Source: an optimization exercise on an open RTL-to-GDS flow (aim: small area and a short achievable clock period). Production flows keep margins and buffers that such runs may drop.
At most, simulation tests tie the RTL to the original design; equivalence was not proved.
Power and IR drop assume default switching activity.

## fft_power_peak
module fft_power_peak #(
    parameter  int N          = 8,
    parameter  int DATA_WIDTH = 16,
    localparam int BIN_W      = $clog2(N),
    localparam int PWR_W      = 2 * DATA_WIDTH + 1
) (
    input  logic                         clk,
    input  logic                         rst_n,
    input  logic signed [DATA_WIDTH-1:0] in_real,
    input  logic signed [DATA_WIDTH-1:0] in_imag,
    input  logic                         in_valid,
    input  logic                         clear,
    input  logic        [PWR_W-1:0]      thresh,
    output logic                         peak_over,
    output logic        [PWR_W-1:0]      pwr_out,
    output logic        [BIN_W-1:0]      pwr_bin,
    output logic                         pwr_valid,
    output logic        [PWR_W-1:0]      peak_pwr,
    output logic        [BIN_W-1:0]      peak_bin,
    output logic                         peak_valid,
    output logic        [15:0]           frame_cnt,
    output logic        [1:0]            dbg_state
);
clock: 7.5 ns
lec_check: 0
cap_margin: 20
core_margin: 2
core_utilization: 40
cts_buf_list: sky130_fd_sc_hd__clkbuf_4
setup_slack_margin: 4.0
slew_margin: 20
synth_hierarchical: 1
synth_minimum_keep_size: 0
standard.sh (not shown) runs the stock make flow with config.mk's settings and CLKGATE_MAP_FILE= SYNTH_SCRIPT=/design/flow/synth_recipe.tcl, a recipe that flattens the netlist after the stock synthesis.
==> flow/flow/run.sh <==
#!/bin/bash
# Layout flow: the standard flow (standard synthesis, floorplan, place, CTS, route,
# finish) unchanged, except that the port buffers are the platform's plain buf_1 cell
# instead of the resizer's default pick; repair_design and repair_timing still resize them.
set -euo pipefail
export BUFFER_PORTS_ARGS="-buffer_cell sky130_fd_sc_hd__buf_1"
bash standard.sh finish > standard.log 2>&1
Rerun with:
==> flow/flow/run.sh (replaced) <==
#!/bin/bash
# Layout flow: the standard flow (standard synthesis, floorplan, place, CTS, route,
# finish) unchanged, except that
#  - the port buffers are the platform's plain buf_1 cell instead of the resizer's default
#    pick (repair_design and repair_timing still resize them);
#  - CTS builds the tree from clkbuf_4 and clkbuf_8 cells, clusters up to 12 sinks per
#    leaf buffer and
#    adds no dummy load cells.
set -euo pipefail
export BUFFER_PORTS_ARGS="-buffer_cell sky130_fd_sc_hd__buf_1"
export CTS_ARGS="-sink_clustering_enable -repair_clock_nets -buf_list {sky130_fd_sc_hd__clkbuf_4 sky130_fd_sc_hd__clkbuf_8} -sink_clustering_size 12 -sink_clustering_max_diameter 50 -dont_use_dummy_load"
bash standard.sh finish > standard.log 2>&1
--- a/flow/config.mk
+++ b/flow/config.mk
@@ -11,2 +11 @@
-export CTS_BUF_LIST = sky130_fd_sc_hd__clkbuf_4
-export SETUP_SLACK_MARGIN = 4.0
+export SETUP_SLACK_MARGIN = 4.2
Outcome:
- worst setup slack improves by 150 ps
- total power came out higher slightly
- combinational power climbs by roughly a tenth
- global-route usage barely changes
- final area goes up slightly
Rerun with:
--- a/flow/config.mk
+++ b/flow/config.mk
@@ -11 +11 @@
-export SETUP_SLACK_MARGIN = 4.2
+export SETUP_SLACK_MARGIN = 4.0
Outcome:
- clock skew rose by 28 ps
- register-to-register slack got worse by 80 ps
- final cell count went down slightly
- hold slack loses 18 ps
- global-route usage fell by 0.41 points
- sequential share of layout area went up by 1.1 points
- die area stays the same
- power fell by a few percent
- core utilization drops by 1.9 points
- wire length went down by a few percent
- combinational power decreases by roughly a tenth
Rerun with:
==> flow/flow/run.sh (replaced) <==
#!/bin/bash
# Layout flow: the standard flow (standard synthesis, floorplan, place, CTS, route,
# finish) unchanged, except that the port buffers are the platform's plain buf_1 cell
# instead of the resizer's default pick; repair_design and repair_timing still resize them.
set -euo pipefail
export BUFFER_PORTS_ARGS="-buffer_cell sky130_fd_sc_hd__buf_1"
bash standard.sh finish > standard.log 2>&1
--- a/flow/config.mk
+++ b/flow/config.mk
@@ -11 +11,2 @@
-export SETUP_SLACK_MARGIN = 4.0
+export CTS_BUF_LIST = sky130_fd_sc_hd__clkbuf_4
+export SETUP_SLACK_MARGIN = 3.8
Result: The new run finished clean; synthesized area does not change; wire length increases by 2.1%; global-route usage is higher by 0.56 points; count of clock-buffer cells in the layout goes up by 54; sequential share of layout area is lower by 0.29 points.
Rerun with:
--- a/flow/config.mk
+++ b/flow/config.mk
@@ -11,2 +11 @@
-export CTS_BUF_LIST = sky130_fd_sc_hd__clkbuf_4
-export SETUP_SLACK_MARGIN = 3.8
+export SETUP_SLACK_MARGIN = 4.2
The changed run went through all stages and came out clean.
Area after synthesis is unchanged.
Clock power rises by about 4%.
Final area is higher by 6.8%.
Non-clock buffer count rose by 26.
Rerun with:
==> flow/flow/run.sh (replaced) <==
#!/bin/bash
# Layout flow: the standard flow (standard synthesis, floorplan, place, CTS, route,
# finish) unchanged, except that
#  - the port buffers are the platform's plain buf_1 cell instead of the resizer's default
#    pick (repair_design and repair_timing still resize them);
#  - CTS builds the tree from clkbuf_4 and clkbuf_8 cells, clusters up to 12 sinks per
#    leaf buffer and
#    adds no dummy load cells.
set -euo pipefail
export BUFFER_PORTS_ARGS="-buffer_cell sky130_fd_sc_hd__buf_1"
export CTS_ARGS="-sink_clustering_enable -repair_clock_nets -buf_list {sky130_fd_sc_hd__clkbuf_4 sky130_fd_sc_hd__clkbuf_8} -sink_clustering_size 12 -sink_clustering_max_diameter 50 -dont_use_dummy_load"
bash standard.sh finish > standard.log 2>&1
--- a/flow/config.mk
+++ b/flow/config.mk
@@ -11 +11 @@
-export SETUP_SLACK_MARGIN = 4.2
+export SETUP_SLACK_MARGIN = 4.1
Result: Sequential share of layout area rose by 1.3 points. Wire length falls by 1.7%. Power goes down by 7.4%.

---

Another version of the RTL of fft_power_peak (not shown whole).
Size: roughly 1400 cells after synthesis, ~210 flip-flops, roughly 160 I/O pins, ~14000 um2 of cells after synthesis.
clock: 7.5 ns
lec_check: 0
cap_margin: 20
core_margin: 2
core_utilization: 40
cts_buf_list: sky130_fd_sc_hd__clkbuf_4 sky130_fd_sc_hd__clkbuf_8
cts_cluster_diameter: 60
cts_cluster_size: 20
setup_slack_margin: 4.2
slew_margin: 20
synth_hierarchical: 1
synth_minimum_keep_size: 0
==> flow/flow/run.sh <==
#!/bin/bash
# Layout flow: the standard flow (standard synthesis, floorplan, place, CTS, route,
# finish) unchanged, except that the port buffers are the platform's plain buf_1 cell
# instead of the resizer's default pick; repair_design and repair_timing still resize them.
set -euo pipefail
export BUFFER_PORTS_ARGS="-buffer_cell sky130_fd_sc_hd__buf_1"
bash standard.sh finish > standard.log 2>&1
Change:
==> flow/flow/run.sh (replaced) <==
#!/bin/bash
# Layout flow: the standard flow (standard synthesis, floorplan, place, CTS, route,
# finish) unchanged, except that
#  - the port buffers are the platform's plain buf_1 cell instead of the resizer's default
#    pick (repair_design and repair_timing still resize them);
#  - CTS builds the tree from clkbuf_4 and clkbuf_8 cells, clusters up to 12 sinks per
#    leaf buffer and
#    adds no dummy load cells.
set -euo pipefail
export BUFFER_PORTS_ARGS="-buffer_cell sky130_fd_sc_hd__buf_1"
export CTS_ARGS="-sink_clustering_enable -repair_clock_nets -buf_list {sky130_fd_sc_hd__clkbuf_4 sky130_fd_sc_hd__clkbuf_8} -sink_clustering_size 12 -sink_clustering_max_diameter 50 -dont_use_dummy_load"
bash standard.sh finish > standard.log 2>&1
- CTS_BUF_LIST: sky130_fd_sc_hd__clkbuf_4 sky130_fd_sc_hd__clkbuf_8 -> not set
- CTS_CLUSTER_DIAMETER: 60 -> not set
- CTS_CLUSTER_SIZE: 20 -> not set
- SETUP_SLACK_MARGIN: 4.2 -> 4.3
Routed wire length came out higher by 4.1%.
Maximum frequency goes down by 0.59%.
Worst hold slack hardly moves.
Change:
- SETUP_SLACK_MARGIN: 4.3 -> 4.45
- TNS_END_PERCENT: not set -> 10
Result: Total power fell by about 3.5%. Clock power fell by about 2%. Die area stays the same. Wire length is lower by about 4%. Clock-buffer cell count went down by 1. Cell count fell by about 2.4%. Via count fell by 3.1%. Combinational power fell by 5.2%. Design area decreases by about 7%.
Change:
==> flow/flow/run.sh (replaced) <==
#!/bin/bash
# Layout flow: the standard flow (standard synthesis, floorplan, place, CTS, route,
# finish) unchanged, except that the port buffers are the platform's plain buf_1 cell
# instead of the resizer's default pick; repair_design and repair_timing still resize them.
set -euo pipefail
export BUFFER_PORTS_ARGS="-buffer_cell sky130_fd_sc_hd__buf_1"
bash standard.sh finish > standard.log 2>&1
- CTS_BUF_LIST: not set -> sky130_fd_sc_hd__clkbuf_4
- SETUP_SLACK_MARGIN: 4.45 -> 4.2
- TNS_END_PERCENT: 10 -> not set
Die area stays the same.
Utilization rises by 0.50 points.
Power rises by 6.6%.
Setup slack is better by 0.071 ns.

---

Another version of the RTL of fft_power_peak (not shown whole).
Size in the first run: about 1400 cells after synthesis, ~220 flip-flops.
clock: 7.5 ns
lec_check: 0
cap_margin: 20
core_margin: 2
core_utilization: 60
cts_buf_list: sky130_fd_sc_hd__clkbuf_8
setup_slack_margin: 4.2
slew_margin: 20
synth_hierarchical: 1
synth_minimum_keep_size: 0
run.sh (not shown) runs the stock make flow with config.mk's settings and CLKGATE_MAP_FILE= SYNTH_SCRIPT=/design/flow/synth_recipe.tcl, a recipe that flattens the netlist after the stock synthesis.
Stock flow here: none of the scripts above is used.
The starting point finished clean.
Next try:
- CORE_UTILIZATION: 60 -> 40
- CTS_BUF_LIST: sky130_fd_sc_hd__clkbuf_8 -> unset
Total power rises by 2.2%; clock-buffer cell count drops by 12; register-to-register slack improved by 0.09 ns; via count is lower by 0.97%; die area went up by 49%.
Next try:
- SETUP_SLACK_MARGIN: 4.2 -> 4.7
Outcome:
- The new run finished clean
- synthesized cell count is unchanged
- via count goes up by a few percent
- clock skew goes down by 0.0062 ns
- cell area goes up by roughly a tenth
- worst setup slack loses 0.0063 ns
- global-route usage goes up by 1.0 points
- die area stays the same

---

RTL: one of the versions met above, not the one the previous note started from.
For scale: ~1,400 cells after synthesis, roughly 210 flip-flops, about 160 I/O pins, about 14,000 um^2 of cells after synthesis.
==> flow/design.v (excerpt) <==
module fft_power_peak #(
    parameter  int N          = 8,
    parameter  int DATA_WIDTH = 16,
    localparam int BIN_W      = $clog2(N),
    localparam int PWR_W      = 2 * DATA_WIDTH + 1
) (
    input  logic                         clk,
    input  logic                         rst_n,
    input  logic signed [DATA_WIDTH-1:0] in_real,
    input  logic signed [DATA_WIDTH-1:0] in_imag,
    input  logic                         in_valid,
    input  logic                         clear,
    input  logic        [PWR_W-1:0]      thresh,
    output logic                         peak_over,
    output logic        [PWR_W-1:0]      pwr_out,
    output logic        [BIN_W-1:0]      pwr_bin,
    output logic                         pwr_valid,
    output logic        [PWR_W-1:0]      peak_pwr,
    output logic        [BIN_W-1:0]      peak_bin,
    output logic                         peak_valid,
    output logic        [15:0]           frame_cnt,
    output logic        [1:0]            dbg_state
);
export LEC_CHECK = 0
export CAP_MARGIN = 20
export CORE_MARGIN = 2
export CORE_UTILIZATION = 40
export SETUP_SLACK_MARGIN = 4.2
export SLEW_MARGIN = 20
export SYNTH_HIERARCHICAL = 1
export SYNTH_MINIMUM_KEEP_SIZE = 0
export TNS_END_PERCENT = 10
create_clock -name core_clock -period 7.5 [get_ports {clk}]
standard.sh (not shown) runs the stock make flow with config.mk's settings and CLKGATE_MAP_FILE= SYNTH_SCRIPT=/design/flow/synth_recipe.tcl, a recipe that flattens the netlist after the stock synthesis.
==> flow/flow/run.sh <==
#!/bin/bash
# Layout flow: the standard flow (standard synthesis, floorplan, place, CTS, route,
# finish) unchanged, except that
#  - the port buffers are the platform's plain buf_1 cell instead of the resizer's default
#    pick (repair_design and repair_timing still resize them);
#  - CTS builds the tree from clkbuf_4 and clkbuf_8 cells, clusters up to 12 sinks per
#    leaf buffer and
#    adds no dummy load cells.
set -euo pipefail
export BUFFER_PORTS_ARGS="-buffer_cell sky130_fd_sc_hd__buf_1"
export CTS_ARGS="-sink_clustering_enable -repair_clock_nets -buf_list {sky130_fd_sc_hd__clkbuf_4 sky130_fd_sc_hd__clkbuf_8} -sink_clustering_size 12 -sink_clustering_max_diameter 50 -dont_use_dummy_load"
bash standard.sh finish > standard.log 2>&1
Rerun with:
==> flow/flow/run.sh (replaced) <==
#!/bin/bash
# Layout flow: the standard flow (standard synthesis, floorplan, place, CTS, route,
# finish) unchanged, except that the port buffers are the platform's plain buf_1 cell
# instead of the resizer's default pick; repair_design and repair_timing still resize them.
set -euo pipefail
export BUFFER_PORTS_ARGS="-buffer_cell sky130_fd_sc_hd__buf_1"
bash standard.sh finish > standard.log 2>&1
Settings changed: CTS_BUF_LIST set to sky130_fd_sc_hd__clkbuf_4, SETUP_SLACK_MARGIN 4.2 to 4.3, TNS_END_PERCENT 10 to not set.
What happened: Clock power rises by well over a third; flip-flop and latch count does not change; die area is unchanged; via count rises by a few percent; wire length rises by a little under a tenth; sequential power rises by a few percent; synthesized area does not change.

---

03-25:
Starting RTL as in the previous note.
export LEC_CHECK = 0
export CAP_MARGIN = 20
export CORE_MARGIN = 2
export CORE_UTILIZATION = 40
export SETUP_SLACK_MARGIN = 4.2
export SLEW_MARGIN = 20
export SYNTH_HIERARCHICAL = 1
export SYNTH_MINIMUM_KEEP_SIZE = 0
create_clock -name core_clock -period 7.5 [get_ports {clk}]
==> flow/flow/run.sh <==
#!/bin/bash
# Layout flow: the standard flow (standard synthesis, floorplan, place, CTS, route,
# finish) unchanged, except that
#  - the port buffers are the platform's plain buf_1 cell instead of the resizer's default
#    pick (repair_design and repair_timing still resize them);
#  - CTS builds the tree from clkbuf_4 and clkbuf_8 cells, clusters up to 12 sinks per
#    leaf buffer and
#    adds no dummy load cells.
set -euo pipefail
export BUFFER_PORTS_ARGS="-buffer_cell sky130_fd_sc_hd__buf_1"
export CTS_ARGS="-sink_clustering_enable -repair_clock_nets -buf_list {sky130_fd_sc_hd__clkbuf_4 sky130_fd_sc_hd__clkbuf_8} -sink_clustering_size 12 -sink_clustering_max_diameter 50 -dont_use_dummy_load"
bash standard.sh finish > standard.log 2>&1
The inputs of 10-11 differ from those of 03-25 as listed below.
==> flow/flow/run.sh <==
#!/bin/bash
# Layout flow: the standard flow (standard synthesis, floorplan, place, CTS, route,
# finish) unchanged, except that
#  - the port buffers are the platform's plain buf_1 cell instead of the resizer's default
#    pick (repair_design and repair_timing still resize them);
#  - CTS builds the tree from clkbuf_4 and clkbuf_8 cells and
#    adds no dummy load cells.
set -euo pipefail
export BUFFER_PORTS_ARGS="-buffer_cell sky130_fd_sc_hd__buf_1"
export CTS_ARGS="-sink_clustering_enable -repair_clock_nets -buf_list {sky130_fd_sc_hd__clkbuf_4 sky130_fd_sc_hd__clkbuf_8} -dont_use_dummy_load"
bash standard.sh finish > standard.log 2>&1
Findings:
Min portion of total power attributed to combinational logic across 03-25 and 10-11: 10-11
10-11 against 03-25: data arrival time at the worst-slack endpoint lost 30 ps, filler-free cell count of the finished design picked up an extra 8, clock-cell share of area picked up an extra 0.70 points.
Total of clock buffers placed in the layout on 10-11 is up relative to 03-25.
met1 layer wirelength in the final routing of 03-25 is on par with 10-11.
Vias: 10-11 below 03-25
10-11 leaves less setup margin than 03-25.
The higher met1 routing resource usage after global routing came out of 10-11.

---

Setup of lane 1:
fft_power_peak, a different RTL version from the one above (not shown whole).
For scale: roughly 16,000 um2 of cells after synthesis.
clock: 7.5 ns
lec_check: 0
cap_margin: 20
core_margin: 2
core_utilization: 40
setup_slack_margin: 4.4
slew_margin: 20
synth_hierarchical: 1
synth_minimum_keep_size: 0
==> flow/flow/run.sh <==
#!/bin/bash
# Layout flow: the standard flow (standard synthesis, floorplan, place, CTS, route,
# finish) unchanged, except that the port buffers are the platform's plain buf_1 cell
# instead of the resizer's default pick; repair_design and repair_timing still resize them.
set -euo pipefail
export BUFFER_PORTS_ARGS="-buffer_cell sky130_fd_sc_hd__buf_1"
bash standard.sh finish > standard.log 2>&1
No stage failed in lane 1, and the final checks on the layout all came back clean.
> inputs changed (lane 1 -> lane 2)
- SETUP_SLACK_MARGIN: 4.4 -> 4.2
Notes after the runs:
- Looking at the reports, lane 2 completed the entire flow and the layout it produced met the timing, design-rule and antenna checks.
- Slew at the pin with the worst max-slew slack, lane 1 and lane 2: larger value in lane 1
- Between lane 1 and lane 2, the portion of total power attributed to combinational logic is lower for lane 2.
- Diff lane 1 -> lane 2: via count fell by 382, routed wire length fell by about 6%, share of power burned in the clock network rose by 0.8 points.
No run of this note included a check of the RTL's function; only the layout flow was run.

==> re-timing with driven ports <==
The flow's constraints put no driver on any port. The routed layouts listed below were extracted and timed again, unchanged, in two steps.
Step 1 sets driving cells, clkbuf_16 on the clock port and buf_2 on the other inputs (assumed; they add their load-dependent delay and slew).
Step 2 times the ports against the registers' clock, not the clock port: input delays grow and output delays shrink by t, the midpoint of the rising clock arrivals with the driver on.
Slacks: no drivers / after step 1 / after step 2; pairs: no drivers / after step 1.
| run | shift t [ns] | slack for setup (ns) | latest minus earliest clock arrival (ns) | worst slew at a driven data input, ns | cell pins on the clock port's net |
|---|---|---|---|---|---|
| the first run of note 1 | 0.735 | 3.980 / 4.007 / 3.272 | 0.056 / 0.056 | 0.06 | 1 |
| the second run of note 1 | 0.570 | 4.135 / 4.136 / 3.567 | 0.059 / 0.059 | 0.06 | 1 |
| the third run of note 1 | 0.576 | 4.020 / 4.032 / 3.457 | 0.065 / 0.065 | 0.06 | 1 |
| the fourth run of note 1 | 0.720 | 3.766 / 3.784 / 3.064 | 0.028 / 0.028 | 0.05 | 1 |
| the fifth run of note 1 | 0.562 | 4.134 / 4.121 / 3.559 | 0.012 / 0.011 | 0.09 | 1 |
| the sixth run of note 1 | 0.585 | 4.125 / 4.142 / 3.558 | 0.057 / 0.057 | 0.05 | 1 |
| the first run of note 2 | 0.583 | 4.068 / 4.068 / 3.514 | 0.038 / 0.039 | 0.05 | 1 |
| the second run of note 2 | 0.579 | 4.048 / 4.041 / 3.463 | 0.045 / 0.045 | 0.06 | 1 |
| the third run of note 2 | 0.591 | 3.961 / 3.961 / 3.478 | 0.065 / 0.066 | 0.07 | 1 |
| the fourth run of note 2 | 0.732 | 4.032 / 4.032 / 3.471 | 0.058 / 0.058 | 0.05 | 1 |
| the first run of note 3 | 0.562 | 4.069 / 4.069 / 3.678 | 0.037 / 0.037 | 0.05 | 1 |
| the second run of note 3 | 0.560 | 4.157 / 4.157 / 3.679 | 0.017 / 0.016 | 0.05 | 1 |
| the third run of note 3 | 0.571 | 4.150 / 4.150 / 3.703 | 0.011 / 0.011 | 0.19 | 1 |
| the first run of note 4 | 0.573 | 3.949 / 3.949 / 3.566 | 0.037 / 0.037 | 0.05 | 1 |
| the second run of note 4 | 0.717 | 4.028 / 4.028 / 3.559 | 0.064 / 0.064 | 0.04 | 1 |
| 03-25 | 0.600 | 4.065 / 4.065 / 3.501 | 0.061 / 0.060 | 0.05 | 1 |
| 10-11 | 0.548 | 4.045 / 4.045 / 3.559 | 0.059 / 0.059 | 0.06 | 1 |
| lane 1 | 0.570 | 4.096 / 4.096 / 3.551 | 0.030 / 0.030 | 0.07 | 1 |
| lane 2 | 0.568 | 4.105 / 4.105 / 3.562 | 0.020 / 0.020 | 0.05 | 1 |
After both steps every run listed still meets setup and hold. For the first run of note 1, which loses most, drivers alone change the setup slack by +0.027 ns; drivers and shift together by -0.708 ns.
